Source: an optimization exercise on an open RTL-to-GDS flow (aim: small area). Production flows keep margins and buffers that such runs may drop.
The RTL was checked by simulation tests, not by an equivalence proof against the original design.
Power figures rest on the tool's default switching activity, not on a simulated workload. The flow treats the clock pin as an ideal source, which a real chip does not have.

==> flow/design.v <==
`timescale 1ns/1ps
package hash_pkg;
  localparam logic [1:0] OP_NOP    = 2'd0;
  localparam logic [1:0] OP_SEARCH = 2'd1;
  localparam logic [1:0] OP_INSERT = 2'd2;
  localparam logic [1:0] OP_DELETE = 2'd3;
  localparam logic [2:0] RES_MISS     = 3'd0;   
  localparam logic [2:0] RES_FOUND    = 3'd1;
  localparam logic [2:0] RES_INSERTED = 3'd2;   
  localparam logic [2:0] RES_UPDATED  = 3'd3;   
  localparam logic [2:0] RES_FULL     = 3'd4;
  localparam logic [2:0] RES_DELETED  = 3'd5;
  localparam int KEY_WIDTH       = 16;
  localparam int VAL_WIDTH       = 16;
  localparam int NUM_SLOTS       = 4;
  localparam int SLOT_WIDTH      = KEY_WIDTH + VAL_WIDTH;   
  localparam int LINE_WIDTH      = NUM_SLOTS * SLOT_WIDTH;   
  localparam int SLOT_SEL_WIDTH  = $clog2(NUM_SLOTS);
  localparam int MAX_INDEX_WIDTH = 8;
  localparam int CTX_INDEX_LSB = 0;
  localparam int CTX_DATA_LSB  = MAX_INDEX_WIDTH;
  localparam int CTX_KEY_LSB   = CTX_DATA_LSB + VAL_WIDTH;
  localparam int CTX_OP_LSB    = CTX_KEY_LSB + KEY_WIDTH;
  localparam int CTX_WIDTH     = CTX_OP_LSB + 2;
  localparam int RESULT_WIDTH = 3 + VAL_WIDTH;
endpackage
`timescale 1ns/1ps
module process_engine (
  input  logic        clock,
  input  logic        reset,
  input  logic        input_valid,
  input  logic [1:0]  opcode,
  input  logic [15:0] key,
  input  logic [15:0] wr_data,
  output logic        stall,
  output logic        output_valid,
  output logic [15:0] val_out,
  output logic [2:0]  rescode
);
  localparam int SW = 29;
  localparam int NS = 4;
  localparam int LW = NS * SW;
  localparam int NB = 16;
  logic [LW-1:0] ring [NB];
  logic [3:0]    phase;      
  logic          sweeping;   
  logic [3:0]    hash;
  logic          key_zero;
  logic          is_insert, is_delete;
  logic [NS-1:0] v, m;
  logic          any_hit, any_free, ok_now, fire, we;
  logic [2:0]    code;
  logic [SW-1:0] slot0;
  logic          found_r;
  assign hash      = key[3:0] ^ key[7:4] ^ key[11:8] ^ key[15:12];
  assign key_zero  = (key == 16'd0);
  assign is_insert = (opcode == 2'd2);
  assign is_delete = (opcode == 2'd3);
  always_comb begin
    for (int s = 0; s < NS; s++) begin
      v[s] = ring[0][s*SW] && !sweeping;
      m[s] = v[s] && (ring[0][s*SW+1 +: 12] == key[11:0]);
    end
  end
  assign any_hit  = |m;
  assign any_free = !(&v);
  always_comb begin
    if (any_hit)                                 ok_now = m[0];
    else if (is_insert && any_free && !key_zero) ok_now = !v[0];
    else                                         ok_now = 1'b1;
  end
  assign stall = !((phase == hash) && ok_now);
  assign fire  = input_valid && !stall && (opcode != 2'd0);
  assign we    = fire && ((is_insert && (any_hit || (any_free && !key_zero))) ||
                          (is_delete && any_hit));
  always_comb begin
    case (opcode)
      2'd1:    code = any_hit ? 3'd1 : 3'd0;
      2'd2:    code = any_hit ? 3'd3 : (any_free ? 3'd2 : 3'd4);
      2'd3:    code = any_hit ? 3'd5 : 3'd0;
      default: code = 3'd0;
    endcase
  end
  assign slot0[0]      = we ? !is_delete : v[0];
  assign slot0[1 +: 28] = we ? {wr_data, key[11:0]} : ring[0][1 +: 28];
  always_ff @(posedge clock) begin
    for (int i = 0; i < NB - 1; i++) begin
      ring[i] <= ring[i+1];
    end
    for (int s = 1; s < NS; s++) begin
      ring[NB-1][(s-1)*SW]          <= v[s];
      ring[NB-1][(s-1)*SW+1 +: 28]  <= ring[0][s*SW+1 +: 28];
    end
    ring[NB-1][(NS-1)*SW +: SW] <= slot0;
  end
  always_ff @(posedge clock) begin
    if (reset) begin
      phase        <= 4'd0;
      sweeping     <= 1'b1;
      output_valid <= 1'b0;
    end else begin
      phase        <= phase + 4'd1;
      if (&phase) sweeping <= 1'b0;
      output_valid <= fire;
    end
  end
  always_ff @(posedge clock) begin
    rescode <= code;
    found_r <= (opcode == 2'd1) && any_hit;
  end
  assign val_out = found_r ? ring[NB-1][(NS-1)*SW+13 +: 16] : 16'd0;
endmodule
==> flow/flow/run.sh <==
#!/bin/bash
# The standard layout, with clock tree and port buffer arguments of our own
set -euo pipefail
export CTS_ARGS="-sink_clustering_enable -repair_clock_nets -dont_use_dummy_load -buf_list \"sky130_fd_sc_hd__clkbuf_8\" -sink_clustering_size 20 -sink_clustering_max_diameter 45"
export BUFFER_PORTS_ARGS="-buffer_cell sky130_fd_sc_hd__buf_1"
bash standard.sh > standard_flow.log 2>&1
==> flow/standard.sh <==
#!/bin/bash
# synth_recipe.tcl (not shown) runs the flow's synth.tcl, then flattens the netlist and writes it again
# the make line also repeats each setting of config.mk as NAME=value (left out here)
make -C /OpenROAD-flow-scripts/flow DESIGN_CONFIG=/design/flow/config.mk WORK_HOME=/design/flow/orfs CLKGATE_MAP_FILE= SYNTH_SCRIPT=/design/flow/synth_recipe.tcl "${@:-finish}"
==> flow/config.mk <==
export PLATFORM = sky130hd
export DESIGN_NAME = process_engine
export DESIGN_NICKNAME = process_engine
export VERILOG_FILES = /design/flow/design.v
export SDC_FILE = /design/flow/constraint.sdc
export NUM_CORES = 4
export LEC_CHECK = 0
export ABC_AREA = 0
export CAP_MARGIN = 20
export CORE_MARGIN = 2
export CORE_UTILIZATION = 70
export SLEW_MARGIN = 20
==> flow/constraint.sdc <==
create_clock -name core_clock -period 5.0 [get_ports {clock}]
set_input_delay 1.0000 -clock core_clock [delete_from_list [all_inputs] [get_ports {clock}]]
set_output_delay 1.0000 -clock core_clock [all_outputs]
set_load 0.01 [all_outputs]
==> results of run 1 <==
==> worst paths after layout <==
check	start	end	slack, ps	cells after the start
worst min-delay path	ring[15][87]$_DFF_P_	ring[14][87]$_DFF_P_	250	0
worst max-delay path	key[10]	stall	810	8
worst max register to register	ring[0][65]$_DFF_P_	ring[15][98]$_DFF_P_	2210	7
worst min register to register	ring[15][87]$_DFF_P_	ring[14][87]$_DFF_P_	250	0
==> worst max-delay path, stage by stage <==
cell,delay [ps]
sky130_fd_sc_hd__buf_1,450
sky130_fd_sc_hd__xnor2_1,170
sky130_fd_sc_hd__nand3_1,150
sky130_fd_sc_hd__nor4_4,90
sky130_fd_sc_hd__nor4_1,680
sky130_fd_sc_hd__a21oi_1,180
sky130_fd_sc_hd__or2b_1,310
sky130_fd_sc_hd__buf_1,150
==> kinds of logic (layout without fill, tap and decap cells) <==
family / Yosys count / after routing / synth area share
buffers and inverters: 17 / 190 / 0.00286
adder cells (fa/ha/maj): 1 / 1 / 0.000322
AND/OR/NAND/NOR: 67 / 67 / 0.0104
XOR/XNOR: 62 / 62 / 0.0154
AO/OA/AOI/OAI: 5 / 5 / 0.00103
multiplexers: 30 / 30 / 0.00962
other: 0 / 3 / 0
flip-flops: 1866 / 1866 / 0.960
==> report_power, final <==
part | switching (uW) | internal, uW | total [uW]
Sequential | 18.7 | 14900 | 14900
Clock | 3940 | 2360 | 6300
Combinational | 48.2 | 42.9 | 91.0
==> Yosys cell counts, drive strengths merged <==
master  instances
nor2b           7
clkbuf          1
nor3b           1
inv             1
o2111a          1
xnor2          53
a21boi          1
o21ai           1
nand2           6
xor2            5
ha              1
or2b            1
xnor3           4
mux2i           1
dfxtp        1866
mux2           29
a21o            1
nand4          11
buf            15
nand3           7
nor2            6
a21oi           1
and2           16
nor4           12
==> flip-flops by register name, summed over array words and instances (netlist names) <==
name          count
found_r           1
phase             4
output_valid      1
rescode           3
sweeping          1
ring           1856
==> layer usage <==
metal | global-route usage | part of all wire | vias up
li1 | - | - | 6598
met1 | 0.237 | 0.53 | 6086
met2 | 0.222 | 0.40 | 165
met3 | 0.0461 | 0.039 | 94
met4 | 0.0725 | 0.026 | 0
met5 | 0 | 0 | -
==> cell type report <==
cell class	instances	area (um2)
Sequential cell	1866	37400
Tap cell	748	936
Multi-Input combinational cell	165	1440
Clock buffer	131	1800
Inverter	1	3.75
Fill cell	3159	13200
Antenna cell	3	7.51
Timing Repair Buffer	58	221
==> through the flow <==
stage	util	cells	instance area, um2
2_1_floorplan	-	2048	38900
6_report	0.760	2972	41800
3_5_place_dp	0.727	2838	40000
3_3_place_gp	0.727	2838	40000
4_1_cts	0.759	2969	41800
5_1_grt	0.759	2970	41800
==> tab_implementation.tex, run 1 <==
\begin{tabular}{lr}
\hline
Metric & Value \\
\hline
\multicolumn{2}{l}{\textbf{Run status}} \\
\quad Outcome & timing/DRC/antenna clean \\
\multicolumn{2}{l}{\textbf{GRT}} \\
\quad Vias in the first global route & 13500 \\
\quad Largest net degree at the start of global routing & 21 \\
\quad Wire length of the first global-routing pass & 70000 um \\
\quad Initial antenna violation count & 4 \\
\quad Overflow after GRT & 0 \\
\quad Overall Global Routing Usage & 0.161 \\
\multicolumn{2}{l}{\textbf{Route}} \\
\quad Initial DRT Pass Iterations & 5 \\
\quad Mean number of vias per cell & 4.35 \\
\quad DRC Markers & 0 \\
\quad Number of vias in the routed layout & 12900 \\
\quad Sum of routed wire length over all layers & 43500 um \\
\quad Number of violations reported at the end of detailed-routing iteration 0 & 601 \\
\quad WL/cell & 14.6 um \\
\quad Antenna viol nets, final & 0 \\
\multicolumn{2}{l}{\textbf{Worst setup path}} \\
\quad Maximum fanout encountered on the critical timing path & 7 \\
\quad WS Path Type & input port to output port \\
\quad Kind of launch point of the worst setup path & input port \\
\quad Data required, critical path & 4000 ps \\
\quad Capturing element type of the critical path & output port \\
\quad Data arrival time at the worst-slack endpoint & 3190 ps \\
\multicolumn{2}{l}{\textbf{Yosys}} \\
\quad Syn Nets & 2086 \\
\quad Mean Syn Cell Area & 19.0 um2 \\
\quad Gate count of the mapped netlist & 2048 \\
\quad Share of the synthesized area in the top cell type & 0.960 \\
\quad Cell area after synthesis & 38900 um2 \\
\quad Number of synthesis warnings & 2 \\
\quad Post-synthesis cell type with the largest combined area & sky130\_fd\_sc\_hd\_\_dfxtp\_1 \\
\quad Cell types with the largest area share after synthesis & sky130\_fd\_sc\_hd\_\_dfxtp\_1, sky130\_fd\_sc\_hd\_\_xnor2\_1, sky130\_fd\_sc\_hd\_\_mux2\_2 \\
\quad Portion of the post-synthesis area used by sequential elements & 0.960 \\
\quad Number of register bits inferred by synthesis & 1866 \\
\quad Count of unique library cells instantiated by Yosys & 29 \\
\multicolumn{2}{l}{\textbf{STA}} \\
\quad Slew @ Worst Pin & 1070 ps \\
\quad Setup TNS & 0 ps \\
\quad Final Worst Setup Slack & 810 ps \\
\quad Final Max Tran Viols & 0 \\
\quad Clock period minus final worst setup slack & 4190 ps \\
\quad Setup repair after global routing missed its margin & false \\
\quad Final hold violation count & 0 \\
\quad Worst hold slack across all endpoints & 250 ps \\
\quad Share of the clock period used by the worst path & 0.838 \\
\quad Worst Skew & 74.5 ps \\
\quad Endpoints failing setup & 0 \\
\quad Headroom to the max-slew limit & 0.283 \\
\quad Maximum clock frequency & 239 MHz \\
\multicolumn{2}{l}{\textbf{Final layout}} \\
\quad Most common cell after layout, fill and taps aside & sky130\_fd\_sc\_hd\_\_dfxtp\_1 \\
\quad Highest-count cells in the layout ignoring fill and taps & sky130\_fd\_sc\_hd\_\_dfxtp\_1, sky130\_fd\_sc\_hd\_\_clkbuf\_8, sky130\_fd\_sc\_hd\_\_buf\_1 \\
\quad Net count of the finished layout & 2261 \\
\quad Growth of design area from synthesis to finish & 7.37\% \\
\quad Layout cells sized above 1 & 0.0738 \\
\multicolumn{2}{l}{\textbf{Die}} \\
\quad Die area & 57500 um2 \\
\quad Die H & 240 um \\
\quad Core Rows & 86 \\
\quad DIE WIDTH & 240 um \\
\quad Starting density of the core & 0.707 \\
\quad Core Footprint & 55000 um2 \\
\quad Number of primary I/O pins & 58 \\
\multicolumn{2}{l}{\textbf{Flow run}} \\
\quad Max-Cap Viols & 0 \\
\multicolumn{2}{l}{\textbf{Clocking}} \\
\quad Number of clock sinks & 1866 \\
\quad Clock latency of the later-clocked register in the worst-skew pair & 780 ps \\
\quad Longest Clk Path Bufs & 3 \\
\quad Post-CTS Hold Fix Bufs & 0 \\
\quad CTS HTree Levels & 4 \\
\quad Root cell of the clock tree & sky130\_fd\_sc\_hd\_\_clkbuf\_8 \\
\quad TritonCTS clock tree & yes \\
\quad Post-cts repair resize count & 0 \\
\quad Total CTS buffers & 131 \\
\quad Clk pin slew, worst setup/hold paths & 110 ps \\
\quad Setup Buffers After CTS & 0 \\
\multicolumn{2}{l}{\textbf{Placed design}} \\
\quad Number of port buffers & 57 \\
\quad Minimum setup slack after placement & 874 ps \\
\quad HPWL after DPL & 23700 um \\
\quad Final estimated routing congestion in global placement & 0.839 \\
\multicolumn{2}{l}{\textbf{Hold path}} \\
\quad Path type of the worst min-delay path & register to register \\
\multicolumn{2}{l}{\textbf{Power and ir drop}} \\
\quad Total power density per cell area & 511 nW/um2 \\
\quad IR drop worst, VDD & 0.396 mV \\
\quad Power consumption & 21300 uW \\
\quad Static leakage & 0.0166 uW \\
\hline
\end{tabular}
==> run 2, diff against run 1 <==
==> flow/flow/run.sh (replaced) <==
#!/bin/bash
# The standard layout, with clock tree and port buffer arguments of our own
set -euo pipefail
export CTS_ARGS="-sink_clustering_enable -repair_clock_nets -dont_use_dummy_load -buf_list \"sky130_fd_sc_hd__clkbuf_16\" -sink_clustering_size 32 -sink_clustering_max_diameter 60"
export BUFFER_PORTS_ARGS="-buffer_cell sky130_fd_sc_hd__buf_1"
bash standard.sh > standard_flow.log 2>&1
==> run 2 against run 1 <==
  * Global-route usage shrank 0.27 points
  * Final cell count fell by 2.2%
  * Clock-buffer cell count decreased by 62
  * Die area unchanged
  * Maximum frequency rose by 0.23%
  * Largest cell class unchanged
  * Critical path depth unchanged
  * Largest power group unchanged
  * Routed wire length is 0.81% higher
  * Clock skew down 37 ps
  * Synthesized cell count unchanged
  * Synthesized area did not move
  * Via count is 2.1% lower
  * Sequential share of layout area increased by 0.18 points
==> tab_implementation.tex, run 2 <==
\begin{tabular}{lr}
\hline
Metric & Value \\
\hline
\multicolumn{2}{l}{\textbf{Run status}} \\
\quad Outcome & timing/DRC/antenna clean \\
\multicolumn{2}{l}{\textbf{Placed design}} \\
\quad Placed cell area & 40000 um2 \\
\quad Final estimated routing congestion in global placement & 0.839 \\
\quad Total instance count after detailed placement & 2838 \\
\quad Number of port buffers & 57 \\
\quad HPWL after DPL & 23700 um \\
\multicolumn{2}{l}{\textbf{Route}} \\
\quad DRC Markers & 0 \\
\quad Number of violations reported at the end of detailed-routing iteration 0 & 606 \\
\quad Number of vias in the routed layout & 12700 \\
\quad Mean number of vias per cell & 4.36 \\
\quad Initial DRT Pass Iterations & 4 \\
\quad Sum of routed wire length over all layers & 43800 um \\
\quad Antenna viol nets, final & 0 \\
\quad WL/cell & 15.1 um \\
\multicolumn{2}{l}{\textbf{Yosys}} \\
\quad Count of unique library cells instantiated by Yosys & 29 \\
\quad Cell types with the largest area share after synthesis & sky130\_fd\_sc\_hd\_\_dfxtp\_1, sky130\_fd\_sc\_hd\_\_xnor2\_1, sky130\_fd\_sc\_hd\_\_mux2\_2 \\
\quad Gate count of the mapped netlist & 2048 \\
\quad Most used standard cell by instance count after synthesis & sky130\_fd\_sc\_hd\_\_dfxtp\_1 \\
\quad Ys async rst share & 0 \\
\quad Share of the synthesized area in the top cell type & 0.960 \\
\quad Post-synthesis cell type with the largest combined area & sky130\_fd\_sc\_hd\_\_dfxtp\_1 \\
\quad Commonest register cell after synthesis & sky130\_fd\_sc\_hd\_\_dfxtp\_1 \\
\quad Number of synthesis warnings & 2 \\
\quad Syn Nets & 2086 \\
\quad Mean Syn Cell Area & 19.0 um2 \\
\quad Number of synthesized flops with an enable pin & 0 \\
\quad Cell area after synthesis & 38900 um2 \\
\quad Number of register bits inferred by synthesis & 1866 \\
\quad Commonest cells in the netlist & sky130\_fd\_sc\_hd\_\_dfxtp\_1, sky130\_fd\_sc\_hd\_\_xnor2\_1, sky130\_fd\_sc\_hd\_\_mux2\_2, sky130\_fd\_sc\_hd\_\_and2\_1 \\
\quad Portion of the post-synthesis area used by sequential elements & 0.960 \\
\multicolumn{2}{l}{\textbf{STA}} \\
\quad Headroom to the max-slew limit & 0.346 \\
\quad Slew @ Worst Pin & 980 ps \\
\quad Clock period minus final worst setup slack & 4180 ps \\
\quad Maximum clock frequency & 239 MHz \\
\quad Setup repair after global routing missed its margin & false \\
\quad Share of the clock period used by the worst path & 0.836 \\
\quad Endpoints failing setup & 0 \\
\quad Final hold violation count & 0 \\
\quad Setup TNS & 0 ps \\
\quad Worst Skew & 37.3 ps \\
\quad Final Max Tran Viols & 0 \\
\multicolumn{2}{l}{\textbf{Power and ir drop}} \\
\quad Internal power & 17500 uW \\
\quad Portion of total power attributed to the clock network & 0.298 \\
\quad Switch share & 0.184 \\
\quad Static leakage & 0.0165 uW \\
\quad Power consumption & 21400 uW \\
\quad IR drop worst, VDD & 0.379 mV \\
\quad Relative contribution of sequential cells to total power & 0.698 \\
\quad Net switching power figure & 3940 uW \\
\quad Total power density per cell area & 514 nW/um2 \\
\quad Part of the total power dissipated in combinational logic & 0.004 \\
\multicolumn{2}{l}{\textbf{Worst setup path}} \\
\quad Startpoint of the lowest-slack register-to-register path & ring[0][33]\$\_DFF\_P\_ \\
\quad Data arrival time at the worst-slack endpoint & 3180 ps \\
\quad WS Path Type & input port to output port \\
\quad Kind of launch point of the worst setup path & input port \\
\quad Reg2reg setup slack & 2230 ps \\
\quad Maximum fanout encountered on the critical timing path & 7 \\
\quad Capturing element type of the critical path & output port \\
\quad Worst R2R End & ring[15][88]\$\_DFF\_P\_ \\
\quad Data required, critical path & 4000 ps \\
\quad Last element of the critical path & stall \\
\quad Critical Path Source & key[10] \\
\quad Worst reg-to-reg path cell count & 7 \\
\multicolumn{2}{l}{\textbf{Die}} \\
\quad Core Rows & 86 \\
\quad Number of primary I/O pins & 58 \\
\quad Die area & 57500 um2 \\
\quad Starting density of the core & 0.707 \\
\quad Core Footprint & 55000 um2 \\
\quad DIE WIDTH & 240 um \\
\quad Die H & 240 um \\
\multicolumn{2}{l}{\textbf{Final layout}} \\
\quad Growth of design area from synthesis to finish & 7.16\% \\
\quad Net count of the finished layout & 2199 \\
\quad Layout Utilization & 0.758 \\
\quad Non-Filler Instances & 2907 \\
\quad Number of flip-flops in the largest register & 1856 \\
\quad Post-layout instance area & 41700 um2 \\
\quad Layout cells sized above 1 & 0.0472 \\
\quad Highest-count cells in the layout ignoring fill and taps & sky130\_fd\_sc\_hd\_\_dfxtp\_1, sky130\_fd\_sc\_hd\_\_clkbuf\_16, sky130\_fd\_sc\_hd\_\_buf\_1 \\
\quad Most common cell after layout, fill and taps aside & sky130\_fd\_sc\_hd\_\_dfxtp\_1 \\
\quad Diodes inserted & 0 \\
\quad Largest register by flop count & ring \\
\quad Largest registers in the final layout & ring (1856), phase (4), rescode (3) \\
\multicolumn{2}{l}{\textbf{GRT}} \\
\quad Overflow after GRT & 0 \\
\quad Overall Global Routing Usage & 0.158 \\
\quad Wire length of the first global-routing pass & 69400 um \\
\quad Largest net degree at the start of global routing & 33 \\
\quad Vias in the first global route & 12900 \\
\quad Initial antenna violation count & 4 \\
\multicolumn{2}{l}{\textbf{Hold path}} \\
\quad Startpoint of the tightest hold check path & ring[15][10]\$\_DFF\_P\_ \\
\quad Path type of the worst min-delay path & register to register \\
\multicolumn{2}{l}{\textbf{Clocking}} \\
\quad Root cell of the clock tree & sky130\_fd\_sc\_hd\_\_clkbuf\_16 \\
\quad Clk pin slew, worst setup/hold paths & 110 ps \\
\quad Clock latency of the later-clocked register in the worst-skew pair & 620 ps \\
\quad Longest Clk Path Bufs & 3 \\
\quad Setup Buffers After CTS & 0 \\
\quad Total CTS buffers & 69 \\
\quad CTS HTree Levels & 3 \\
\quad Post-cts repair resize count & 0 \\
\quad Number of clock sinks & 1866 \\
\quad TritonCTS clock tree & yes \\
\quad Post-CTS Hold Fix Bufs & 0 \\
\multicolumn{2}{l}{\textbf{Flow run}} \\
\quad Max-Cap Viols & 0 \\
\hline
\end{tabular}
[run 2: worst min path at each step]
stage | endpoint | slack, ps | cells past startpoint
6_report | ring[14][10]$_DFF_P_ | 300 | 0
5_1_grt | ring[14][87]$_DFF_P_ | 300 | 0
4_1_cts | ring[14][87]$_DFF_P_ | 300 | 0
3_5_place_dp | ring[0][103]$_DFF_P_ | 310 | 0
3_3_place_gp | ring[6][60]$_DFF_P_ | 310 | 0
2_1_floorplan | ring[0][0]$_DFF_P_ | 310 | 0
[run 2: layout make-up]
type                    count  area [um2]
fillers                  3160       13300
clock buffers              69        1730
well taps                 748         936
inverters                   1        3.75
multi-input cells         165        1440
repair buffers             58         221
flip-flops and latches   1866       37400
[run 2: cells by family after synthesis]
logic type | after synthesis | share of synthesized area
flops | 1866 | 0.960
simple gates | 67 | 0.0104
xor+xnor | 62 | 0.0154
mux | 30 | 0.00962
buf+inv | 17 | 0.00286
compound gates | 5 | 0.00103
fa+ha+maj | 1 | 0.000322
[run 2: power by group through the flow]
| stage | registers, uW | logic, uW | clock network (uW) |
|---|---|---|---|
| 2_1_floorplan | 15300 | 67.1 | 0 |
| 5_1_grt | 14900 | 98.1 | 7070 |
| 6_report | 14900 | 91.0 | 6380 |
| 3_3_place_gp | 15300 | 86.4 | 0 |
| 4_1_cts | 14900 | 91.0 | 6570 |
| 3_5_place_dp | 15300 | 90.7 | 0 |
[run 2: layer usage]
metal,GRT usage,share of wire,vias up
met5,0,0.00030,-
met4,0.0485,0.025,2
met3,0.0365,0.038,82
met2,0.230,0.41,137
met1,0.238,0.52,5965
li1,-,-,6489
[run 2: per-stage QoR]
stage | hold WS [ps] | setup WS [ps]
finish | 302 | 819
global route | 297 | 705
CTS | 304 | 862
detailed placement | 312 | 874
global placement | 310 | 981
floorplan | 310 | 1550
[run 2: worst max-delay path: stages]
cell                      delay [ps]
sky130_fd_sc_hd__buf_1           440
sky130_fd_sc_hd__xnor2_1         170
sky130_fd_sc_hd__nand3_1         150
sky130_fd_sc_hd__nor4_4           80
sky130_fd_sc_hd__nor4_1          680
sky130_fd_sc_hd__a21oi_1         190
sky130_fd_sc_hd__or2b_1          310
sky130_fd_sc_hd__buf_1           150
==> run 3, diff against run 2 <==
==> flow/flow/run.sh (replaced) <==
#!/bin/bash
# The standard layout, with clock tree and port buffer arguments of our own
set -euo pipefail
export CTS_ARGS="-sink_clustering_enable -repair_clock_nets -dont_use_dummy_load -buf_list \"sky130_fd_sc_hd__clkbuf_16\" -sink_clustering_size 36 -sink_clustering_max_diameter 65 "
export BUFFER_PORTS_ARGS="-buffer_cell sky130_fd_sc_hd__buf_1"
bash standard.sh > standard_flow.log 2>&1
==> run 3 against run 2 <==
  * Clock skew rose by 23 ps
  * Sequential share of layout area rose by 0.54 points
  * Sequential cell count did not move
  * Sequential power barely moved
  * Largest power group unchanged
  * Clock power fell by 6.9%
  * Highest routed layer unchanged
  * First-iteration DRC count rose by 1.3%
  * Global-route usage fell by 0.40 points
  * Clock-buffer cell count fell by 10
==> tab_implementation.tex, run 3 <==
\begin{tabular}{lr}
\hline
Metric & Value \\
\hline
\multicolumn{2}{l}{\textbf{Clocking}} \\
\quad Setup Buffers After CTS & 0 \\
\quad Root cell of the clock tree & sky130\_fd\_sc\_hd\_\_clkbuf\_16 \\
\quad Post-cts repair resize count & 0 \\
\quad Total CTS buffers & 59 \\
\quad Clock latency of the later-clocked register in the worst-skew pair & 660 ps \\
\quad Number of clock sinks & 1866 \\
\quad Longest Clk Path Bufs & 3 \\
\quad Post-CTS Hold Fix Bufs & 0 \\
\quad TritonCTS clock tree & yes \\
\quad Clk pin slew, worst setup/hold paths & 120 ps \\
\quad CTS HTree Levels & 2 \\
\multicolumn{2}{l}{\textbf{Route}} \\
\quad WL/cell & 14.8 um \\
\quad DRC Markers & 0 \\
\quad Number of vias in the routed layout & 12500 \\
\quad Sum of routed wire length over all layers & 43000 um \\
\quad Antenna viol nets, final & 0 \\
\quad Number of violations reported at the end of detailed-routing iteration 0 & 614 \\
\quad Mean number of vias per cell & 4.32 \\
\quad Initial DRT Pass Iterations & 6 \\
\multicolumn{2}{l}{\textbf{GRT}} \\
\quad Vias in the first global route & 12700 \\
\quad Overflow after GRT & 0 \\
\quad Largest net degree at the start of global routing & 37 \\
\quad Initial antenna violation count & 4 \\
\quad Wire length of the first global-routing pass & 68200 um \\
\quad Overall Global Routing Usage & 0.154 \\
\multicolumn{2}{l}{\textbf{Placed design}} \\
\quad Number of port buffers & 57 \\
\quad Final estimated routing congestion in global placement & 0.839 \\
\quad HPWL after DPL & 23700 um \\
\multicolumn{2}{l}{\textbf{Worst setup path}} \\
\quad Capturing element type of the critical path & output port \\
\quad WS Path Type & input port to output port \\
\quad Startpoint of the lowest-slack register-to-register path & ring[0][91]\$\_DFF\_P\_ \\
\quad Maximum fanout encountered on the critical timing path & 7 \\
\quad Kind of launch point of the worst setup path & input port \\
\quad Data arrival time at the worst-slack endpoint & 3190 ps \\
\quad Data required, critical path & 4000 ps \\
\quad Critical Path Source & key[10] \\
\multicolumn{2}{l}{\textbf{Yosys}} \\
\quad Most used standard cell by instance count after synthesis & sky130\_fd\_sc\_hd\_\_dfxtp\_1 \\
\quad Number of register bits inferred by synthesis & 1866 \\
\quad Commonest cells in the netlist & sky130\_fd\_sc\_hd\_\_dfxtp\_1, sky130\_fd\_sc\_hd\_\_xnor2\_1, sky130\_fd\_sc\_hd\_\_mux2\_2, sky130\_fd\_sc\_hd\_\_and2\_1 \\
\quad Portion of the post-synthesis area used by sequential elements & 0.960 \\
\quad Count of unique library cells instantiated by Yosys & 29 \\
\quad Number of synthesized flops with an enable pin & 0 \\
\quad Cell types with the largest area share after synthesis & sky130\_fd\_sc\_hd\_\_dfxtp\_1, sky130\_fd\_sc\_hd\_\_xnor2\_1, sky130\_fd\_sc\_hd\_\_mux2\_2 \\
\quad Gate count of the mapped netlist & 2048 \\
\quad Cell area after synthesis & 38900 um2 \\
\quad Post-synthesis cell type with the largest combined area & sky130\_fd\_sc\_hd\_\_dfxtp\_1 \\
\quad Commonest register cell after synthesis & sky130\_fd\_sc\_hd\_\_dfxtp\_1 \\
\quad Share of the synthesized area in the top cell type & 0.960 \\
\quad Ys async rst share & 0 \\
\quad Syn Nets & 2086 \\
\quad Number of synthesis warnings & 2 \\
\quad Mean Syn Cell Area & 19.0 um2 \\
\multicolumn{2}{l}{\textbf{Power and ir drop}} \\
\quad Relative contribution of sequential cells to total power & 0.713 \\
\quad IR drop worst, VDD & 0.371 mV \\
\quad Internal power & 17100 uW \\
\quad Part of the total power dissipated in combinational logic & 0.004 \\
\quad Net switching power figure & 3860 uW \\
\quad Switch share & 0.184 \\
\quad Power consumption & 21000 uW \\
\quad Total power density per cell area & 506 nW/um2 \\
\quad Portion of total power attributed to the clock network & 0.283 \\
\quad Static leakage & 0.0163 uW \\
\multicolumn{2}{l}{\textbf{Die}} \\
\quad DIE WIDTH & 240 um \\
\quad Number of primary I/O pins & 58 \\
\quad Die area & 57500 um2 \\
\quad Starting density of the core & 0.707 \\
\quad Die H & 240 um \\
\quad Core Footprint & 55000 um2 \\
\quad Core Rows & 86 \\
\multicolumn{2}{l}{\textbf{STA}} \\
\quad Final Max Tran Viols & 0 \\
\quad Setup repair after global routing missed its margin & false \\
\quad Slew @ Worst Pin & 986 ps \\
\quad Maximum clock frequency & 239 MHz \\
\quad Worst Skew & 59.9 ps \\
\quad Endpoints failing setup & 0 \\
\quad Headroom to the max-slew limit & 0.342 \\
\quad Clock period minus final worst setup slack & 4190 ps \\
\quad Share of the clock period used by the worst path & 0.838 \\
\quad Setup TNS & 0 ps \\
\quad Final hold violation count & 0 \\
\multicolumn{2}{l}{\textbf{Run status}} \\
\quad Outcome & timing/DRC/antenna clean \\
\multicolumn{2}{l}{\textbf{Final layout}} \\
\quad Highest-count cells in the layout ignoring fill and taps & sky130\_fd\_sc\_hd\_\_dfxtp\_1, sky130\_fd\_sc\_hd\_\_clkbuf\_16, sky130\_fd\_sc\_hd\_\_buf\_1 \\
\quad Largest register by flop count & ring \\
\quad Growth of design area from synthesis to finish & 6.52\% \\
\quad Number of flip-flops in the largest register & 1856 \\
\quad Largest registers in the final layout & ring (1856), phase (4), rescode (3) \\
\quad Layout cells sized above 1 & 0.0428 \\
\quad Most common cell after layout, fill and taps aside & sky130\_fd\_sc\_hd\_\_dfxtp\_1 \\
\quad Net count of the finished layout & 2189 \\
\multicolumn{2}{l}{\textbf{Hold path}} \\
\quad Startpoint of the tightest hold check path & ring[14][99]\$\_DFF\_P\_ \\
\quad Path type of the worst min-delay path & register to register \\
\multicolumn{2}{l}{\textbf{Flow run}} \\
\quad Max-Cap Viols & 0 \\
\hline
\end{tabular}
==> run 3: cell counts after synthesis <==
No cell type changed its count.
==> run 3: cells by family (layout without fill, tap and decap cells) <==
kind of cell | count (synthesis) | count (layout) | synth area share
flip-flops | 1866 | 1866 | 0.960
AO/OA/AOI/OAI | 5 | 5 | 0.00103
adder cells (fa/ha/maj) | 1 | 1 | 0.000322
XOR/XNOR | 62 | 62 | 0.0154
buffers and inverters | 17 | 118 | 0.00286
other | 0 | 1 | 0
multiplexers | 30 | 30 | 0.00962
AND/OR/NAND/NOR | 67 | 67 | 0.0104
==> run 3: worst paths after layout <==
check	end	slack (ps)	cells after the start
setup / recovery	stall	810	8
hold / removal	ring[13][99]$_DFF_P_	280	0
setup reg to reg	ring[15][94]$_DFF_P_	2160	7
hold reg to reg	ring[13][99]$_DFF_P_	280	0
==> run 3: layout make-up <==
class	instances	area [um2]
sequential	1866	37400
fill	3175	13600
clock buffer	59	1480
multi-input combinational	165	1440
tap	748	936
timing repair buffer	58	221
inverter	1	3.75
antenna	1	2.50
==> run 3: per-stage QoR <==
stage	instances	instance area [um2]	utilization	setup WS (ps)	hold WS, ps
2_1_floorplan	2048	38900	-	1550	310
5_1_grt	2897	41400	0.753	710	281
3_3_place_gp	2838	40000	0.727	981	310
6_report	2898	41400	0.754	808	282
3_5_place_dp	2838	40000	0.727	874	312
4_1_cts	2897	41400	0.753	862	286
==> run 3: metal layers <==
| metal | share of wire | global-route usage |
|---|---|---|
| met5 | 0.00030 | 0 |
| met1 | 0.54 | 0.236 |
| met2 | 0.40 | 0.222 |
| met4 | 0.026 | 0.0517 |
| met3 | 0.034 | 0.0286 |
==> run 3: power by group through the flow <==
stage          logic [uW]  registers (uW)  clock network [uW]
6_report             91.2           14900                5940
5_1_grt              98.0           15000                6590
4_1_cts              91.1           14900                6110
3_5_place_dp         90.7           15300                   0
3_3_place_gp         86.4           15300                   0
2_1_floorplan        67.1           15300                   0
==> run 3: critical path, cell delays in order <==
cell and delay, ps:
sky130_fd_sc_hd__buf_1 460, sky130_fd_sc_hd__xnor2_1 170, sky130_fd_sc_hd__nand3_1 150, sky130_fd_sc_hd__nor4_4 80
sky130_fd_sc_hd__nor4_1 680, sky130_fd_sc_hd__a21oi_1 180, sky130_fd_sc_hd__or2b_1 310, sky130_fd_sc_hd__buf_1 150
==> run 4, diff against run 3 <==
==> flow/flow/run.sh (replaced) <==
#!/bin/bash
# The standard layout, with clock tree and port buffer arguments of our own
set -euo pipefail
export CTS_ARGS="-sink_clustering_enable -repair_clock_nets -dont_use_dummy_load -buf_list \"sky130_fd_sc_hd__clkbuf_8 sky130_fd_sc_hd__clkbuf_16\" -sink_clustering_size 32 -sink_clustering_max_diameter 60 -root_buf sky130_fd_sc_hd__clkbuf_8 -tree_buf sky130_fd_sc_hd__clkbuf_8 -sink_clustering_buffer sky130_fd_sc_hd__clkbuf_16"
export BUFFER_PORTS_ARGS="-buffer_cell sky130_fd_sc_hd__buf_1"
bash standard.sh > standard_flow.log 2>&1
==> run 4 against run 3 <==
  * Global-route usage is 0.40 points higher
  * Largest power group unchanged
  * Clock skew is 18 ps lower
  * Final area is 0.37% higher
  * Utilization is 0.28 points higher
  * Register-to-register slack better by 50 ps
  * Critical path depth stayed put
  * Via count is 1.4% higher
  * Sequential power hardly changed
  * Still clean on timing, DRC and antenna
  * Largest cell class unchanged
  * Sequential cell count stayed put
  * Synthesized cell count stayed put
  * Sequential share of layout area is 0.33 points lower
==> tab_implementation.tex, run 4 <==
\begin{tabular}{lr}
\hline
Metric & Value \\
\hline
\multicolumn{2}{l}{\textbf{Power and ir drop}} \\
\quad Relative contribution of sequential cells to total power & 0.704 \\
\quad Net switching power figure & 3920 uW \\
\quad Static leakage & 0.0164 uW \\
\quad IR drop worst, VDD & 0.381 mV \\
\quad Switch share & 0.185 \\
\quad Part of the total power dissipated in combinational logic & 0.004 \\
\quad Portion of total power attributed to the clock network & 0.292 \\
\quad Total power density per cell area & 510 nW/um2 \\
\quad Internal power & 17300 uW \\
\multicolumn{2}{l}{\textbf{STA}} \\
\quad Endpoints failing setup & 0 \\
\quad Setup repair after global routing missed its margin & false \\
\quad Worst Skew & 42.0 ps \\
\quad Final hold violation count & 0 \\
\quad Worst hold slack across all endpoints & 303 ps \\
\quad Slew @ Worst Pin & 975 ps \\
\quad Final Max Tran Viols & 0 \\
\quad Maximum clock frequency & 242 MHz \\
\quad Share of the clock period used by the worst path & 0.828 \\
\quad Clock period minus final worst setup slack & 4140 ps \\
\quad Headroom to the max-slew limit & 0.349 \\
\quad Setup TNS & 0 ps \\
\multicolumn{2}{l}{\textbf{Yosys}} \\
\quad Portion of the post-synthesis area used by sequential elements & 0.960 \\
\quad Mean Syn Cell Area & 19.0 um2 \\
\quad Number of synthesized flops with an enable pin & 0 \\
\quad Cell area after synthesis & 38900 um2 \\
\quad Gate count of the mapped netlist & 2048 \\
\quad Share of the synthesized area in the top cell type & 0.960 \\
\quad Number of synthesis warnings & 2 \\
\quad Most used standard cell by instance count after synthesis & sky130\_fd\_sc\_hd\_\_dfxtp\_1 \\
\quad Cell types with the largest area share after synthesis & sky130\_fd\_sc\_hd\_\_dfxtp\_1, sky130\_fd\_sc\_hd\_\_xnor2\_1, sky130\_fd\_sc\_hd\_\_mux2\_2 \\
\quad Ys async rst share & 0 \\
\quad Post-synthesis cell type with the largest combined area & sky130\_fd\_sc\_hd\_\_dfxtp\_1 \\
\quad Commonest register cell after synthesis & sky130\_fd\_sc\_hd\_\_dfxtp\_1 \\
\quad Number of register bits inferred by synthesis & 1866 \\
\quad Syn Nets & 2086 \\
\quad Commonest cells in the netlist & sky130\_fd\_sc\_hd\_\_dfxtp\_1, sky130\_fd\_sc\_hd\_\_xnor2\_1, sky130\_fd\_sc\_hd\_\_mux2\_2, sky130\_fd\_sc\_hd\_\_and2\_1 \\
\quad Count of unique library cells instantiated by Yosys & 29 \\
\multicolumn{2}{l}{\textbf{Route}} \\
\quad Mean number of vias per cell & 4.37 \\
\quad Initial DRT Pass Iterations & 4 \\
\quad Number of violations reported at the end of detailed-routing iteration 0 & 642 \\
\quad DRC Markers & 0 \\
\quad Antenna viol nets, final & 0 \\
\quad Sum of routed wire length over all layers & 43700 um \\
\quad WL/cell & 15.0 um \\
\quad Number of vias in the routed layout & 12700 \\
\multicolumn{2}{l}{\textbf{Final layout}} \\
\quad Largest registers in the final layout & ring (1856), phase (4), rescode (3) \\
\quad Post-layout instance area & 41600 um2 \\
\quad Register Area & 37400 um2 \\
\quad Area of combinational cells with multiple inputs & 1440 um2 \\
\quad Layout Utilization & 0.756 \\
\quad Highest-count cells in the layout ignoring fill and taps & sky130\_fd\_sc\_hd\_\_dfxtp\_1, sky130\_fd\_sc\_hd\_\_clkbuf\_16, sky130\_fd\_sc\_hd\_\_buf\_1 \\
\quad Non-Filler Instances & 2909 \\
\quad Layout cells sized above 1 & 0.0472 \\
\quad Largest register by flop count & ring \\
\quad Growth of design area from synthesis to finish & 6.91\% \\
\quad Net count of the finished layout & 2199 \\
\quad Fill cells & 3159 \\
\quad Number of flip-flops in the largest register & 1856 \\
\quad Most common cell after layout, fill and taps aside & sky130\_fd\_sc\_hd\_\_dfxtp\_1 \\
\multicolumn{2}{l}{\textbf{Worst setup path}} \\
\quad Combined buffer and inverter count along the critical path & 2 \\
\quad Kind of launch point of the worst setup path & input port \\
\quad Reg2reg setup slack & 2210 ps \\
\quad Capturing element type of the critical path & output port \\
\quad Worst path top cell family by delay & simple AND/OR/NAND/NOR gates \\
\quad Cell-by-cell trace of the critical path & buf\_1 -> xnor2\_1 -> nand3\_1 -> nor4\_4 -> nor4\_1 -> a21oi\_1 -> or2b\_1 -> buf\_1 \\
\quad Cell type of the slowest stage on the worst timing path & sky130\_fd\_sc\_hd\_\_nor4\_1 \\
\quad Data required, critical path & 4000 ps \\
\quad Critical Path Most Common Cell & sky130\_fd\_sc\_hd\_\_buf\_1 \\
\quad Startpoint of the lowest-slack register-to-register path & ring[0][65]\$\_DFF\_P\_ \\
\quad Critical Path Source & key[10] \\
\quad Worst reg-to-reg path cell count & 7 \\
\quad WS Path Type & input port to output port \\
\quad Worst path max stage delay & 680 ps \\
\quad Data arrival time at the worst-slack endpoint & 3140 ps \\
\quad Maximum fanout encountered on the critical timing path & 7 \\
\quad Crit path depth & 8 \\
\multicolumn{2}{l}{\textbf{Hold path}} \\
\quad Startpoint of the tightest hold check path & ring[15][87]\$\_DFF\_P\_ \\
\quad Path type of the worst min-delay path & register to register \\
\quad Depth of the worst hold-timing path & 0 \\
\multicolumn{2}{l}{\textbf{Die}} \\
\quad Core Rows & 86 \\
\quad DIE WIDTH & 240 um \\
\quad Starting density of the core & 0.707 \\
\quad Number of primary I/O pins & 58 \\
\quad Core Footprint & 55000 um2 \\
\quad Die H & 240 um \\
\quad Die area & 57500 um2 \\
\multicolumn{2}{l}{\textbf{Clocking}} \\
\quad CTS HTree Levels & 3 \\
\quad Clock latency of the later-clocked register in the worst-skew pair & 720 ps \\
\quad TritonCTS clock tree & yes \\
\quad Longest Clk Path Bufs & 3 \\
\quad Post-cts repair resize count & 0 \\
\quad Setup Buffers After CTS & 0 \\
\quad Clk pin slew, worst setup/hold paths & 110 ps \\
\quad Total CTS buffers & 69 \\
\quad Root cell of the clock tree & sky130\_fd\_sc\_hd\_\_clkbuf\_8 \\
\quad Number of clock sinks & 1866 \\
\quad Post-CTS Hold Fix Bufs & 0 \\
\multicolumn{2}{l}{\textbf{GRT}} \\
\quad Initial antenna violation count & 4 \\
\quad Vias in the first global route & 13000 \\
\quad Overall Global Routing Usage & 0.158 \\
\quad Wire length of the first global-routing pass & 69300 um \\
\quad Largest net degree at the start of global routing & 33 \\
\quad Overflow after GRT & 0 \\
\multicolumn{2}{l}{\textbf{Run status}} \\
\quad Outcome & timing/DRC/antenna clean \\
\multicolumn{2}{l}{\textbf{Placed design}} \\
\quad HPWL after DPL & 23700 um \\
\quad Placed cell area & 40000 um2 \\
\quad Total instance count after detailed placement & 2838 \\
\quad Number of port buffers & 57 \\
\quad Final estimated routing congestion in global placement & 0.839 \\
\multicolumn{2}{l}{\textbf{Flow run}} \\
\quad Max-Cap Viols & 0 \\
\hline
\end{tabular}
## run 4: layer usage
| metal | GRT usage | routed length [um] | vias up |
|---|---|---|---|
| met2 | 0.230 | 18000 | 130 |
| met1 | 0.237 | 22900 | 6000 |
| met5 | 0 | 0 | - |
| li1 | - | - | 6484 |
| met4 | 0.0542 | 1260 | 0 |
| met3 | 0.0341 | 1540 | 92 |
## run 4: path summary, 6_finish.rpt
check | endpoint
worst max register to register | ring[15][88]$_DFF_P_
worst max-delay path | stall
worst min register to register | ring[14][87]$_DFF_P_
worst min-delay path | ring[14][87]$_DFF_P_
## run 4: power by group through the flow
stage	Sequential, uW	Clock (uW)	Combinational (uW)
after global routing	14900	6860	98.1
after CTS	14900	6370	91.0
final	14900	6180	90.6
after floorplan	15300	0	67.1
after global placement	15300	0	86.4
after detailed placement	15300	0	90.7
## run 4: final cells by class
| type | instances | share of cell area |
|---|---|---|
| Inverter | 1 | 0.0000903 |
| Multi-Input combinational cell | 165 | 0.0345 |
| Timing Repair Buffer | 58 | 0.00533 |
| Antenna cell | 2 | 0.000120 |
| Clock buffer | 69 | 0.0391 |
| Tap cell | 748 | 0.0225 |
| Sequential cell | 1866 | 0.898 |
## run 4: cells by family (layout without fill, tap and decap cells)
| logic type | count (synthesis) | count (layout) | share of synthesized area |
|---|---|---|---|
| buffers and inverters | 17 | 128 | 0.00286 |
| XOR/XNOR | 62 | 62 | 0.0154 |
| AO/OA/AOI/OAI | 5 | 5 | 0.00103 |
| flip-flops | 1866 | 1866 | 0.960 |
| AND/OR/NAND/NOR | 67 | 67 | 0.0104 |
| other | 0 | 2 | 0 |
| adder cells (fa/ha/maj) | 1 | 1 | 0.000322 |
| multiplexers | 30 | 30 | 0.00962 |
## run 4: per-stage QoR
stage	total power (uW)	worst slack, ps
after detailed placement	15400	874
after global routing	21900	706
after global placement	15400	981
final	21200	859
after CTS	21400	862
after floorplan	15300	1550
==> run 5, diff against run 4 <==
==> flow/flow/run.sh (replaced) <==
#!/bin/bash
# The standard layout, with clock tree and port buffer arguments of our own
set -euo pipefail
export CTS_ARGS="-sink_clustering_enable -repair_clock_nets -dont_use_dummy_load -buf_list \"sky130_fd_sc_hd__clkbuf_8\" -sink_clustering_size 16 -sink_clustering_max_diameter 40"
export BUFFER_PORTS_ARGS="-buffer_cell sky130_fd_sc_hd__buf_1"
bash standard.sh > standard_flow.log 2>&1
==> run 5 against run 4 <==
  * Still clean on timing, DRC and antenna
  * Via count up 2.2%
  * First-iteration DRC count down 1.9%
  * Clock-buffer cell count up 76
  * Utilization up 0.68 points
  * Sequential power about the same
  * Synthesized area unchanged
  * Final area up 0.90%
  * Clock skew up 17 ps
  * Non-clock buffer count unchanged
  * Global-route usage up 0.29 points
  * Sequential cell count unchanged
  * Critical path type unchanged
  * Critical endpoint unchanged
==> tab_implementation.tex, run 5 <==
\begin{tabular}{lr}
\hline
Metric & Value \\
\hline
\multicolumn{2}{l}{\textbf{Clocking}} \\
\quad Post-cts repair resize count & 0 \\
\quad Clk pin slew, worst setup/hold paths & 90 ps \\
\quad Setup Buffers After CTS & 0 \\
\quad TritonCTS clock tree & yes \\
\quad Root cell of the clock tree & sky130\_fd\_sc\_hd\_\_clkbuf\_8 \\
\quad Post-CTS Hold Fix Bufs & 0 \\
\quad Longest Clk Path Bufs & 3 \\
\quad Clock latency of the later-clocked register in the worst-skew pair & 770 ps \\
\quad Number of clock sinks & 1866 \\
\quad CTS HTree Levels & 4 \\
\quad Total CTS buffers & 145 \\
\multicolumn{2}{l}{\textbf{Die}} \\
\quad Die area & 57500 um2 \\
\quad Core Footprint & 55000 um2 \\
\quad DIE WIDTH & 240 um \\
\quad Starting density of the core & 0.707 \\
\quad Die H & 240 um \\
\quad Core Rows & 86 \\
\quad Number of primary I/O pins & 58 \\
\multicolumn{2}{l}{\textbf{STA}} \\
\quad Worst Skew & 59.2 ps \\
\quad Slew @ Worst Pin & 969 ps \\
\quad Final Max Tran Viols & 0 \\
\quad Setup TNS & 0 ps \\
\quad Endpoints failing setup & 0 \\
\quad Share of the clock period used by the worst path & 0.832 \\
\quad Headroom to the max-slew limit & 0.353 \\
\quad Clock period minus final worst setup slack & 4160 ps \\
\quad Maximum clock frequency & 240 MHz \\
\quad Setup repair after global routing missed its margin & false \\
\quad Final hold violation count & 0 \\
\multicolumn{2}{l}{\textbf{Route}} \\
\quad WL/cell & 14.6 um \\
\quad DRC Markers & 0 \\
\quad Number of vias in the routed layout & 13000 \\
\quad Sum of routed wire length over all layers & 43600 um \\
\quad Number of violations reported at the end of detailed-routing iteration 0 & 630 \\
\quad Initial DRT Pass Iterations & 4 \\
\quad Antenna viol nets, final & 0 \\
\quad Mean number of vias per cell & 4.35 \\
\multicolumn{2}{l}{\textbf{Final layout}} \\
\quad Register Area & 37400 um2 \\
\quad Fill cells & 3157 \\
\quad Highest-count cells in the layout ignoring fill and taps & sky130\_fd\_sc\_hd\_\_dfxtp\_1, sky130\_fd\_sc\_hd\_\_clkbuf\_8, sky130\_fd\_sc\_hd\_\_buf\_1 \\
\quad Growth of design area from synthesis to finish & 7.87\% \\
\quad Area of combinational cells with multiple inputs & 1440 um2 \\
\quad Most common cell after layout, fill and taps aside & sky130\_fd\_sc\_hd\_\_dfxtp\_1 \\
\quad Largest registers in the final layout & ring (1856), phase (4), rescode (3) \\
\quad Number of flip-flops in the largest register & 1856 \\
\quad Post-layout instance area & 42000 um2 \\
\quad Net count of the finished layout & 2275 \\
\quad Layout cells sized above 1 & 0.0796 \\
\quad Largest register by flop count & ring \\
\multicolumn{2}{l}{\textbf{Power and ir drop}} \\
\quad Total power density per cell area & 515 nW/um2 \\
\quad Static leakage & 0.0167 uW \\
\quad IR drop worst, VDD & 0.337 mV \\
\multicolumn{2}{l}{\textbf{Run status}} \\
\quad Outcome & timing/DRC/antenna clean \\
\multicolumn{2}{l}{\textbf{Yosys}} \\
\quad Commonest register cell after synthesis & sky130\_fd\_sc\_hd\_\_dfxtp\_1 \\
\quad Syn Nets & 2086 \\
\quad Ys async rst share & 0 \\
\quad Most used standard cell by instance count after synthesis & sky130\_fd\_sc\_hd\_\_dfxtp\_1 \\
\quad Number of register bits inferred by synthesis & 1866 \\
\quad Number of synthesized flops with an enable pin & 0 \\
\quad Cell types with the largest area share after synthesis & sky130\_fd\_sc\_hd\_\_dfxtp\_1, sky130\_fd\_sc\_hd\_\_xnor2\_1, sky130\_fd\_sc\_hd\_\_mux2\_2 \\
\quad Commonest cells in the netlist & sky130\_fd\_sc\_hd\_\_dfxtp\_1, sky130\_fd\_sc\_hd\_\_xnor2\_1, sky130\_fd\_sc\_hd\_\_mux2\_2, sky130\_fd\_sc\_hd\_\_and2\_1 \\
\quad Mean Syn Cell Area & 19.0 um2 \\
\quad Number of synthesis warnings & 2 \\
\quad Cell area after synthesis & 38900 um2 \\
\quad Share of the synthesized area in the top cell type & 0.960 \\
\quad Count of unique library cells instantiated by Yosys & 29 \\
\quad Post-synthesis cell type with the largest combined area & sky130\_fd\_sc\_hd\_\_dfxtp\_1 \\
\quad Gate count of the mapped netlist & 2048 \\
\quad Portion of the post-synthesis area used by sequential elements & 0.960 \\
\multicolumn{2}{l}{\textbf{Worst setup path}} \\
\quad Worst path max stage delay & 680 ps \\
\quad Critical Path Source & key[10] \\
\quad Kind of launch point of the worst setup path & input port \\
\quad Data required, critical path & 4000 ps \\
\quad Startpoint of the lowest-slack register-to-register path & ring[0][65]\$\_DFF\_P\_ \\
\quad Maximum fanout encountered on the critical timing path & 7 \\
\quad Capturing element type of the critical path & output port \\
\quad Cell type of the slowest stage on the worst timing path & sky130\_fd\_sc\_hd\_\_nor4\_1 \\
\quad Cell-by-cell trace of the critical path & buf\_1 -> xnor2\_1 -> nand3\_1 -> nor4\_4 -> nor4\_1 -> a21oi\_1 -> or2b\_1 -> buf\_1 \\
\quad Data arrival time at the worst-slack endpoint & 3160 ps \\
\quad Critical Path Most Common Cell & sky130\_fd\_sc\_hd\_\_buf\_1 \\
\quad WS Path Type & input port to output port \\
\multicolumn{2}{l}{\textbf{GRT}} \\
\quad Wire length of the first global-routing pass & 70100 um \\
\quad Vias in the first global route & 13500 \\
\quad Largest net degree at the start of global routing & 18 \\
\quad Initial antenna violation count & 4 \\
\quad Overall Global Routing Usage & 0.161 \\
\quad Overflow after GRT & 0 \\
\multicolumn{2}{l}{\textbf{Placed design}} \\
\quad Placed cell area & 40000 um2 \\
\quad Number of port buffers & 57 \\
\quad HPWL after DPL & 23700 um \\
\quad Final estimated routing congestion in global placement & 0.839 \\
\multicolumn{2}{l}{\textbf{Hold path}} \\
\quad Path type of the worst min-delay path & register to register \\
\quad Startpoint of the tightest hold check path & ring[15][87]\$\_DFF\_P\_ \\
\multicolumn{2}{l}{\textbf{Flow run}} \\
\quad Max-Cap Viols & 0 \\
\hline
\end{tabular}
run 5: cell counts after synthesis:
No cell type changed its count.
run 5: critical path, delay by kind of cell:
family / cells / cell delay [ps]
xor+xnor: 1 / 170
simple gates: 4 / 1210
buf+inv: 2 / 580
compound gates: 1 / 180
run 5: area by class of cell:
type / count / share of cell area
antenna: 4 / 0.000239
clock buffer: 145 / 0.0476
inverter: 1 / 0.0000895
multi-input combinational: 165 / 0.0342
sequential: 1866 / 0.890
tap: 748 / 0.0223
timing repair buffer: 58 / 0.00528
run 5: layer usage:
| metal | vias to the layer above | GRT usage | part of all wire |
|---|---|---|---|
| met2 | 191 | 0.221 | 0.40 |
| met1 | 6066 | 0.236 | 0.52 |
| met3 | 99 | 0.0502 | 0.048 |
| met4 | 0 | 0.0718 | 0.027 |
| met5 | - | 0 | 0 |
| li1 | 6634 | - | - |
run 5: worst paths after layout:
kind                                to  cells after the start  slack (ps)
hold reg to reg   ring[14][87]$_DFF_P_                      0         280
setup / recovery                 stall                      8         840
setup reg to reg  ring[15][97]$_DFF_P_                      7        2180
hold / removal    ring[14][87]$_DFF_P_                      0         280
run 5: power breakdown:
group | switching (uW) | total [uW] | leakage, uW | internal, uW
Sequential | 18.7 | 14900 | 0.0150 | 14900
Clock | 4010 | 6610 | 0.00104 | 2600
Combinational | 48.1 | 91.0 | 0.000591 | 42.9
Total | 4080 | 21600 | 0.0167 | 17600
run 5: logic make-up (layout without fill, tap and decap cells):
family / Yosys count / in the layout / share of synthesized area
simple gates: 67 / 67 / 0.0104
xor+xnor: 62 / 62 / 0.0154
mux: 30 / 30 / 0.00962
compound gates: 5 / 5 / 0.00103
flops: 1866 / 1866 / 0.960
fa+ha+maj: 1 / 1 / 0.000322
buf+inv: 17 / 204 / 0.00286
other cells: 0 / 4 / 0
run 5: stage by stage:
step | util | cells | total power (uW) | hold WS [ps] | setup WS, ps
after floorplan | - | 2048 | 15300 | 310 | 1550
after global placement | 0.727 | 2838 | 15400 | 310 | 981
after detailed placement | 0.727 | 2838 | 15400 | 312 | 874
after CTS | 0.763 | 2983 | 21900 | 276 | 852
after global routing | 0.763 | 2984 | 22400 | 266 | 698
final | 0.763 | 2987 | 21600 | 278 | 842
==> run 6, diff against run 5 <==
--- a/flow/design.v
+++ b/flow/design.v
@@ -53,3 +53,2 @@
   logic [SW-1:0] slot0;
-  logic          found_r;
   assign hash      = key[3:0] ^ key[7:4] ^ key[11:8] ^ key[15:12];
@@ -108,5 +107,4 @@
     rescode <= code;
-    found_r <= (opcode == 2'd1) && any_hit;
   end
-  assign val_out = found_r ? ring[NB-1][(NS-1)*SW+13 +: 16] : 16'd0;
+  assign val_out = (rescode == 3'd1) ? ring[NB-1][(NS-1)*SW+13 +: 16] : 16'd0;
 endmodule
==> flow/flow/run.sh (replaced) <==
#!/bin/bash
# The standard layout, with clock tree and port buffer arguments of our own
set -euo pipefail
export CTS_ARGS="-sink_clustering_enable -repair_clock_nets -dont_use_dummy_load -buf_list \"sky130_fd_sc_hd__clkbuf_4 sky130_fd_sc_hd__clkbuf_16\" -sink_clustering_size 34 -sink_clustering_max_diameter 60 -root_buf sky130_fd_sc_hd__clkbuf_8 -tree_buf sky130_fd_sc_hd__clkbuf_8 -sink_clustering_buffer sky130_fd_sc_hd__clkbuf_16"
export BUFFER_PORTS_ARGS="-buffer_cell sky130_fd_sc_hd__buf_1"
bash standard.sh > standard_flow.log 2>&1
--- a/flow/config.mk
+++ b/flow/config.mk
@@ -10,3 +10,3 @@
 export CORE_MARGIN = 2
-export CORE_UTILIZATION = 70
+export CORE_UTILIZATION = 75
 export SLEW_MARGIN = 20
==> run 6 against run 5 <==
  * The flow now stops in clock tree synthesis
  * Synthesized area is essentially flat
  * Synthesized cell count barely moved
==> tab_implementation.tex, run 6 <==
\begin{tabular}{lr}
\hline
Metric & Value \\
\hline
\multicolumn{2}{l}{\textbf{Yosys}} \\
\quad Cell area after synthesis & 38900 um2 \\
\quad Gate count of the mapped netlist & 2050 \\
\quad Number of register bits inferred by synthesis & 1865 \\
\quad Ys async rst share & 0 \\
\quad Mean Syn Cell Area & 19.0 um2 \\
\quad Post-synthesis cell type with the largest combined area & sky130\_fd\_sc\_hd\_\_dfxtp\_1 \\
\quad Syn Nets & 2088 \\
\quad Portion of the post-synthesis area used by sequential elements & 0.961 \\
\quad Commonest cells in the netlist & sky130\_fd\_sc\_hd\_\_dfxtp\_1, sky130\_fd\_sc\_hd\_\_xnor2\_1, sky130\_fd\_sc\_hd\_\_xor2\_1, sky130\_fd\_sc\_hd\_\_mux2\_2, sky130\_fd\_sc\_hd\_\_and2\_1 \\
\quad Number of synthesis warnings & 2 \\
\quad Count of unique library cells instantiated by Yosys & 30 \\
\quad Number of synthesized flops with an enable pin & 0 \\
\quad Most used standard cell by instance count after synthesis & sky130\_fd\_sc\_hd\_\_dfxtp\_1 \\
\quad Cell types with the largest area share after synthesis & sky130\_fd\_sc\_hd\_\_dfxtp\_1, sky130\_fd\_sc\_hd\_\_xnor2\_1, sky130\_fd\_sc\_hd\_\_mux2\_2 \\
\quad Share of the synthesized area in the top cell type & 0.961 \\
\quad Commonest register cell after synthesis & sky130\_fd\_sc\_hd\_\_dfxtp\_1 \\
\multicolumn{2}{l}{\textbf{Clocking}} \\
\quad Total CTS buffers & 61 \\
\quad Post-cts repair resize count & 0 \\
\quad Number of clock sinks & 1865 \\
\quad Setup Buffers After CTS & 0 \\
\quad Longest Clk Path Bufs & 3 \\
\quad CTS HTree Levels & 2 \\
\quad Root cell of the clock tree & sky130\_fd\_sc\_hd\_\_clkbuf\_8 \\
\quad Post-CTS Hold Fix Bufs & 0 \\
\multicolumn{2}{l}{\textbf{Placed design}} \\
\quad Number of port buffers & 57 \\
\quad HPWL after DPL & 27000 um \\
\quad Final estimated routing congestion in global placement & 0.810 \\
\quad Minimum setup slack after placement & 1060 ps \\
\multicolumn{2}{l}{\textbf{Die}} \\
\quad Starting density of the core & 0.758 \\
\quad DIE WIDTH & 232 um \\
\quad Number of primary I/O pins & 58 \\
\quad Core Rows & 83 \\
\quad Die H & 232 um \\
\multicolumn{2}{l}{\textbf{Run status}} \\
\quad Tool Error & [ERROR DPL-0033] detailed placement checks failed during check placement. \\
\quad Stage where the flow stopped & clock tree synthesis \\
\quad Outcome & stopped before the end \\
\hline
\end{tabular}
-- run 6: how the worst max path moves through the flow --
stage          cells after the start   start  endpoint
2_1_floorplan                      8  key[6]     stall
3_5_place_dp                       9  key[2]     stall
3_3_place_gp                       9  key[2]     stall
-- run 6: power groups by stage --
| stage | sequential, uW | clock, uW | combinational [uW] |
|---|---|---|---|
| after floorplan | 15300 | 0 | 70.7 |
| after global placement | 15300 | 0 | 87.9 |
| after detailed placement | 15300 | 0 | 92.0 |
-- run 6: cell families after synthesis --
family,count (synthesis),share of synthesized area
flops,1865,0.961
fa+ha+maj,1,0.000322
buf+inv,16,0.00274
mux,30,0.00963
simple gates,67,0.0107
xor+xnor,66,0.0151
compound gates,5,0.000869
-- run 6: stage by stage --
step / hold slack, ps / cells / power, uW / area [um2] / util
floorplan: 310 / 2050 / 15300 / 38900 / -
global placement: 310 / 2772 / 15400 / 39800 / 0.776
detailed placement: 312 / 2772 / 15400 / 39800 / 0.776
==> run 7, diff against run 6 <==
==> flow/flow/run.sh (replaced) <==
#!/bin/bash
# The standard layout, with clock tree and port buffer arguments of our own
set -euo pipefail
export CTS_ARGS="-sink_clustering_enable -repair_clock_nets -dont_use_dummy_load -buf_list \"sky130_fd_sc_hd__clkbuf_4 sky130_fd_sc_hd__clkbuf_16\" -sink_clustering_size 32 -sink_clustering_max_diameter 60 -root_buf sky130_fd_sc_hd__clkbuf_8 -tree_buf sky130_fd_sc_hd__clkbuf_4 -sink_clustering_buffer sky130_fd_sc_hd__clkbuf_16"
export BUFFER_PORTS_ARGS="-buffer_cell sky130_fd_sc_hd__buf_1"
bash standard.sh > standard_flow.log 2>&1
--- a/flow/config.mk
+++ b/flow/config.mk
@@ -10,3 +10,3 @@
 export CORE_MARGIN = 2
-export CORE_UTILIZATION = 75
+export CORE_UTILIZATION = 70
 export SLEW_MARGIN = 20
==> run 7 against run 6 <==
  * Now clean on timing, DRC and antenna
  * Synthesized cell count unchanged
  * Synthesized area stayed put
==> tab_implementation.tex, run 7 <==
\begin{tabular}{lr}
\hline
Metric & Value \\
\hline
\multicolumn{2}{l}{\textbf{Run status}} \\
\quad Outcome & timing/DRC/antenna clean \\
\multicolumn{2}{l}{\textbf{Final layout}} \\
\quad Number of flip-flops in the largest register & 1856 \\
\quad Layout Utilization & 0.756 \\
\quad Largest register by flop count & ring \\
\quad Layout cells sized above 1 & 0.0486 \\
\quad Net count of the finished layout & 2202 \\
\quad Non-Filler Instances & 2912 \\
\quad Largest registers in the final layout & ring (1856), phase (4), rescode (3) \\
\multicolumn{2}{l}{\textbf{Route}} \\
\quad Number of vias in the routed layout & 12600 \\
\quad Initial DRT Pass Iterations & 4 \\
\quad WL/cell & 14.7 um \\
\quad Number of violations reported at the end of detailed-routing iteration 0 & 723 \\
\quad Mean number of vias per cell & 4.34 \\
\multicolumn{2}{l}{\textbf{STA}} \\
\quad Final Max Tran Viols & 0 \\
\quad Worst Skew & 82.6 ps \\
\quad Final hold violation count & 0 \\
\quad Setup repair after global routing missed its margin & false \\
\quad Clock period minus final worst setup slack & 3990 ps \\
\quad Endpoints failing setup & 0 \\
\quad Slew @ Worst Pin & 572 ps \\
\multicolumn{2}{l}{\textbf{GRT}} \\
\quad Overflow after GRT & 0 \\
\quad Overall Global Routing Usage & 0.153 \\
\quad Vias in the first global route & 12500 \\
\quad Wire length of the first global-routing pass & 67100 um \\
\quad Largest net degree at the start of global routing & 33 \\
\quad Initial antenna violation count & 3 \\
\multicolumn{2}{l}{\textbf{Worst setup path}} \\
\quad Worst reg-to-reg path cell count & 8 \\
\quad Startpoint of the lowest-slack register-to-register path & ring[0][95]\$\_DFF\_P\_ \\
\quad Capturing element type of the critical path & output port \\
\quad Critical Path Source & key[7] \\
\quad Cell type of the slowest stage on the worst timing path & sky130\_fd\_sc\_hd\_\_buf\_1 \\
\quad Critical Path Most Common Cell & sky130\_fd\_sc\_hd\_\_buf\_1 \\
\quad Data required, critical path & 4000 ps \\
\quad WS Path Type & input port to output port \\
\quad Kind of launch point of the worst setup path & input port \\
\quad Maximum fanout encountered on the critical timing path & 7 \\
\quad Cell-by-cell trace of the critical path & buf\_1 -> xor2\_1 -> nor4\_1 -> nand3\_1 -> o22ai\_1 -> or2\_2 -> o21a\_1 -> or2b\_1 -> buf\_1 \\
\quad Worst path top cell family by delay & simple AND/OR/NAND/NOR gates \\
\quad Worst R2R End & ring[15][101]\$\_DFF\_P\_ \\
\multicolumn{2}{l}{\textbf{Clocking}} \\
\quad Clock latency of the later-clocked register in the worst-skew pair & 710 ps \\
\quad CTS HTree Levels & 3 \\
\quad Setup Buffers After CTS & 0 \\
\quad Longest Clk Path Bufs & 3 \\
\quad Clk pin slew, worst setup/hold paths & 110 ps \\
\quad Total CTS buffers & 69 \\
\multicolumn{2}{l}{\textbf{Yosys}} \\
\quad Cell types with the largest area share after synthesis & sky130\_fd\_sc\_hd\_\_dfxtp\_1, sky130\_fd\_sc\_hd\_\_xnor2\_1, sky130\_fd\_sc\_hd\_\_mux2\_2 \\
\quad Cell area after synthesis & 38900 um2 \\
\quad Share of the synthesized area in the top cell type & 0.961 \\
\quad Commonest cells in the netlist & sky130\_fd\_sc\_hd\_\_dfxtp\_1, sky130\_fd\_sc\_hd\_\_xnor2\_1, sky130\_fd\_sc\_hd\_\_xor2\_1, sky130\_fd\_sc\_hd\_\_mux2\_2, sky130\_fd\_sc\_hd\_\_and2\_1 \\
\quad Ys async rst share & 0 \\
\quad Mean Syn Cell Area & 19.0 um2 \\
\quad Syn Nets & 2088 \\
\quad Number of register bits inferred by synthesis & 1865 \\
\quad Portion of the post-synthesis area used by sequential elements & 0.961 \\
\quad Gate count of the mapped netlist & 2050 \\
\quad Count of unique library cells instantiated by Yosys & 30 \\
\quad Post-synthesis cell type with the largest combined area & sky130\_fd\_sc\_hd\_\_dfxtp\_1 \\
\quad Number of synthesized flops with an enable pin & 0 \\
\quad Number of synthesis warnings & 2 \\
\multicolumn{2}{l}{\textbf{Power and ir drop}} \\
\quad Static leakage & 0.0165 uW \\
\quad Total power density per cell area & 510 nW/um2 \\
\multicolumn{2}{l}{\textbf{Die}} \\
\quad Core Footprint & 55000 um2 \\
\quad Core Rows & 86 \\
\quad Number of primary I/O pins & 58 \\
\multicolumn{2}{l}{\textbf{Placed design}} \\
\quad Total instance count after detailed placement & 2840 \\
\quad Final estimated routing congestion in global placement & 0.846 \\
\quad HPWL after DPL & 23900 um \\
\quad Number of port buffers & 57 \\
\multicolumn{2}{l}{\textbf{Hold path}} \\
\quad Startpoint of the tightest hold check path & ring[10][0]\$\_DFF\_P\_ \\
\quad Terminating pin of the worst hold path & ring[9][0]\$\_DFF\_P\_ \\
\multicolumn{2}{l}{\textbf{Flow run}} \\
\quad Max-Cap Viols & 0 \\
\hline
\end{tabular}
==> run 7: cell counts after synthesis <==
Identical to the previous run, type by type.
==> run 7: worst max-delay path by stage <==
stage                                 end  slack [ps]  depth (start not counted)
floorplan                           stall        1720                          8
CTS                                 stall        1100                          9
global placement    ring[15][111]$_DFF_P_        1150                          7
detailed placement  ring[15][111]$_DFF_P_        1060                          8
finish                              stall        1010                          9
global route                        stall         890                          9
==> run 7: final cells by class <==
| cell class | instances | area, um2 |
|---|---|---|
| clock buffers | 69 | 1630 |
| well taps | 748 | 936 |
| fillers | 3195 | 13400 |
| repair buffers | 59 | 241 |
| flip-flops and latches | 1865 | 37300 |
| diodes | 2 | 5.00 |
| multi-input cells | 169 | 1430 |
==> run 7: power breakdown <==
group,switching [uW],internal (uW)
Combinational,51.8,41.1
Clock,3840,2330
Sequential,20.5,14900
==> run 7: per-stage QoR <==
step                hold slack [ps]  power (uW)  cell area, um2  setup slack, ps
floorplan                       310       15300           38900             1720
detailed placement              312       15400           39900             1060
finish                          290       21200           41600             1010
global route                    299       21900           41600              893
CTS                             284       21400           41500             1100
global placement                309       15400           39900             1150
==> run 7: layer usage <==
| layer | track usage | up-vias | routed length [um] |
|---|---|---|---|
| met4 | 0.0563 | 0 | 948 |
| met3 | 0.0312 | 76 | 1630 |
| met2 | 0.210 | 128 | 17000 |
| met1 | 0.241 | 5944 | 23400 |
| met5 | 0 | - | 0 |
| li1 | - | 6498 | - |
==> run 7: cell families after synthesis <==
family                     count (synthesis)  synth area share
buffers and inverters                     16           0.00274
AOI/OAI and AO/OA                          5          0.000869
DFF                                     1865             0.961
xor gates and xnor gates                  66            0.0151
adders and majority gates                  1          0.000322
muxes                                     30           0.00963
and+or+nand+nor                           67            0.0107

## port drivers added, routing unchanged
How much do the figures lean on ideal ports? The routed layouts below were timed once more, with nothing changed but the port constraints. Step 1: set_driving_cell puts a clkbuf_16 on clock and a buf_2 on each other input, an assumption about the parent block. Step 2 also shifts input and output timing later by t, the mid clock arrival at the registers, as if the neighbouring blocks saw the same clock. Slacks: ideal / step 1 / step 2; pairs: ideal / step 1.
run	t, ns	setup WS [ns]
run 1	0.805	0.810 / 0.752 / 0.752
run 2	0.665	0.819 / 0.760 / 0.760
run 3	0.689	0.808 / 0.757 / 0.757
run 4	0.754	0.859 / 0.800 / 0.800
run 5	0.806	0.842 / 0.783 / 0.783
run 7	0.725	1.005 / 0.921 / 0.921
After both steps setup and hold are still met in every run listed.
